This is an optimization exercise on Yosys and OpenROAD, whose aim is small area, a short achievable clock period and few clock cycles per item, not a production implementation. No activity file was given, so power comes from the tool's default toggle rates.

==> flow/design.v (excerpt) <==
module alu_arbiter
#(
  parameter int WIDTH   = 32,
  parameter int MUL_LAT = 3
) (
  input  logic             clk,
  input  logic             rst_n,
  input  logic             req0_valid,
  output logic             req0_ready,
  input  logic [2:0]       req0_op,
  input  logic [WIDTH-1:0] req0_a,
  input  logic [WIDTH-1:0] req0_b,
  input  logic             req1_valid,
  output logic             req1_ready,
  input  logic [2:0]       req1_op,
  input  logic [WIDTH-1:0] req1_a,
  input  logic [WIDTH-1:0] req1_b,
  output logic             resp_valid,
  input  logic             resp_ready,
  output logic             resp_id,
  output logic [WIDTH-1:0] resp_data,
  output logic             resp_zero,
  output logic             resp_neg
);
Size in the first run: about 150 flip-flops, roughly 180 I/O pins.
export LEC_CHECK = 0
export CAP_MARGIN = 20
export CORE_MARGIN = 2
export CORE_UTILIZATION = 65
export PLACE_DENSITY = 0.75
export SLEW_MARGIN = 20
export SYNTH_HIERARCHICAL = 1
export SYNTH_MINIMUM_KEEP_SIZE = 0
create_clock -name core_clock -period 12.5 [get_ports {clk}]
standard.sh (not shown) runs the stock make flow with config.mk's settings and CLKGATE_MAP_FILE= SYNTH_SCRIPT=/design/flow/synth_recipe.tcl, a recipe that flattens the netlist after the stock synthesis.
==> flow/flow/run.sh <==
#!/bin/bash
# Layout: the standard ORFS flow (standard.sh), unchanged except for
# make-variable settings: a larger setup repair target (the SDC, clock period
# and I/O delays are untouched), plain buffers on the ports, and clock tree
# synthesis without dummy loads.
set -euo pipefail
bash standard.sh \
  SETUP_SLACK_MARGIN=7.0 \
  "BUFFER_PORTS_ARGS=-buffer_cell sky130_fd_sc_hd__buf_1" \
  "CTS_ARGS=-sink_clustering_enable -repair_clock_nets -dont_use_dummy_load" \
  finish > standard_flow.log 2>&1
The baseline passed the timing, DRC and antenna checks.
Edit:
--- a/flow/flow/run.sh
+++ b/flow/flow/run.sh
@@ -6,5 +6,5 @@
 set -euo pipefail
 bash standard.sh \
-  SETUP_SLACK_MARGIN=7.0 \
+  SETUP_SLACK_MARGIN=6.6 \
   "BUFFER_PORTS_ARGS=-buffer_cell sky130_fd_sc_hd__buf_1" \
   "CTS_ARGS=-sink_clustering_enable -repair_clock_nets -dont_use_dummy_load" \
What happened: Worst setup slack gets worse by 260 ps; die area is unchanged; synthesized cell count does not change; worst hold slack is about the same.
Edit:
--- a/flow/flow/run.sh
+++ b/flow/flow/run.sh
@@ -6,5 +6,5 @@
 set -euo pipefail
 bash standard.sh \
-  SETUP_SLACK_MARGIN=6.6 \
+  SETUP_SLACK_MARGIN=6.75 \
   "BUFFER_PORTS_ARGS=-buffer_cell sky130_fd_sc_hd__buf_1" \
   "CTS_ARGS=-sink_clustering_enable -repair_clock_nets -dont_use_dummy_load" \
=> Via count goes up slightly. Setup slack improves by 140 ps. Design area came out higher slightly.
No functional check of the RTL was part of any run of this note.

---

Another version of the RTL of alu_arbiter (not shown whole).
Size in the first run: roughly 180 I/O pins.
==> flow/design.v (excerpt) <==
module alu_arbiter
#(
  parameter int WIDTH   = 32,
  parameter int MUL_LAT = 3
) (
  input  logic             clk,
  input  logic             rst_n,
  input  logic             req0_valid,
  output logic             req0_ready,
  input  logic [2:0]       req0_op,
  input  logic [WIDTH-1:0] req0_a,
  input  logic [WIDTH-1:0] req0_b,
  input  logic             req1_valid,
  output logic             req1_ready,
  input  logic [2:0]       req1_op,
  input  logic [WIDTH-1:0] req1_a,
  input  logic [WIDTH-1:0] req1_b,
  output logic             resp_valid,
  input  logic             resp_ready,
  output logic             resp_id,
  output logic [WIDTH-1:0] resp_data,
  output logic             resp_zero,
  output logic             resp_neg
);
  logic last_grant, cap0, cap1, cid, en, acc0, acc1, acc;
  logic [2:0] op_g;
  logic [31:0] a_g, b_g, bm_g, by_g, y;
  logic cin_q, f_q;
  logic [31:0] a_q, by_q;
  logic [15:0] one_g, two_g, neg_g, one_q, two_q, neg_q;
  logic cin_g, f_g;
  assign en         = ~resp_valid | resp_ready;
  alu_ready u_ready0 (.cap(cap0), .resp_valid(resp_valid), .resp_ready(resp_ready),
                      .prio(last_grant), .other_valid(req1_valid), .ready(req0_ready));
  alu_ready u_ready1 (.cap(cap1), .resp_valid(resp_valid), .resp_ready(resp_ready),
                      .prio(~last_grant), .other_valid(req0_valid), .ready(req1_ready));
  assign acc0       = req0_valid & cap0 & en & (last_grant | ~req1_valid);
  assign acc1       = req1_valid & cap1 & en & (~last_grant | ~req0_valid);
  assign acc        = acc0 | acc1;
  assign op_g = cid ? req0_op : req1_op;
  assign a_g  = cid ? req0_a  : req1_a;
  assign b_g  = cid ? req0_b  : req1_b;
  always_comb begin
    cin_g = 1'b0;
    f_g   = 1'b0;
    bm_g  = 32'd1;
    by_g  = '0;
  ...
export LEC_CHECK = 0
export CAP_MARGIN = 20
export CORE_MARGIN = 2
export CORE_UTILIZATION = 55
export PLACE_DENSITY = 0.7
export SLEW_MARGIN = 20
export SYNTH_HIERARCHICAL = 1
export SYNTH_MINIMUM_KEEP_SIZE = 0
create_clock -name core_clock -period 12.5 [get_ports {clk}]
==> flow/flow/run.sh <==
#!/bin/bash
# Layout: the standard ORFS flow (standard.sh), unchanged except for
# make-variable settings: a larger setup repair target (the SDC, clock period
# and I/O delays are untouched), plain buffers on the ports, and clock tree
# synthesis without dummy loads.
set -euo pipefail
bash standard.sh \
  SETUP_SLACK_MARGIN=6.9 \
  "BUFFER_PORTS_ARGS=-buffer_cell sky130_fd_sc_hd__buf_1" \
  "CTS_ARGS=-sink_clustering_enable -repair_clock_nets -dont_use_dummy_load" \
  finish > standard_flow.log 2>&1
Rerun with:
--- a/flow/flow/run.sh
+++ b/flow/flow/run.sh
@@ -8 +8 @@
-  SETUP_SLACK_MARGIN=6.9 \
+  SETUP_SLACK_MARGIN=7.05 \
Settings changed: CORE_UTILIZATION 55 to 65, PLACE_DENSITY 0.7 to 0.75.
Effect: Global-route usage is higher by 5.7 points; die area is lower by about 15%; worst setup slack gains 70 ps; power is higher by 4.1%; clock-buffer cell count stays the same.
Rerun with:
--- a/flow/flow/run.sh
+++ b/flow/flow/run.sh
@@ -8 +8 @@
-  SETUP_SLACK_MARGIN=7.05 \
+  SETUP_SLACK_MARGIN=6.9 \
After rerunning: Total power decreases by 3.8%. Synthesized area is unchanged. Hold slack degrades by 6.7 ps. Utilization shrinks by 0.89 points. Die area stays the same.
Rerun with:
Settings changed: GPL_ROUTABILITY_DRIVEN set to 0.
Effect:
- area after synthesis does not change
- setup slack is better by 10 ps
- wire length drops by 2.4%
- first-iteration DRC count is higher by 9.1%
- cell count is about the same
- global-route usage decreases by 0.77 points
- fmax stays flat
- sequential cell count stays the same
- combinational power goes down by about 2%
- count of clock-buffer cells in the layout does not change
- power drops by 1.3%
No functional check of the RTL was part of any run of this note.

==> static timing again, ports no longer ideal <==
Ports are ideal in the flow. The routed layouts listed here were re-timed in OpenROAD.
Step 1 sets driving cells, clkbuf_16 on the clock port and buf_2 on the other inputs (assumed; they add their load-dependent delay and slew).
Step 2 also shifts input and output timing later by t, the mid clock arrival at the registers, as if the neighbouring blocks saw the same clock.
Slacks: no drivers / after step 1 / after step 2; pairs: no drivers / after step 1.
run	t (ns)	slack for setup (ns)	slew at the worst register clock pin (ns)	worst slew at a driven data input, ns
the first run of note 1	0.489	6.902 / 6.902 / 6.902	0.08 / 0.08	0.07
the second run of note 1	0.468	6.642 / 6.621 / 6.621	0.09 / 0.09	0.06
the third run of note 1	0.475	6.780 / 6.759 / 6.759	0.08 / 0.08	0.07
the first run of note 2	0.486	6.962 / 6.932 / 6.932	0.07 / 0.07	0.08
the second run of note 2	0.471	7.032 / 6.994 / 6.994	0.08 / 0.08	0.06
the third run of note 2	0.473	6.938 / 6.914 / 6.914	0.09 / 0.09	0.07
the fourth run of note 2	0.477	6.948 / 6.948 / 6.948	0.08 / 0.08	0.06
After both steps every run listed still meets setup and hold. The setup slack of the second run of note 2, which loses most, moves by -0.038 ns with the drivers and by -0.038 ns with both steps.
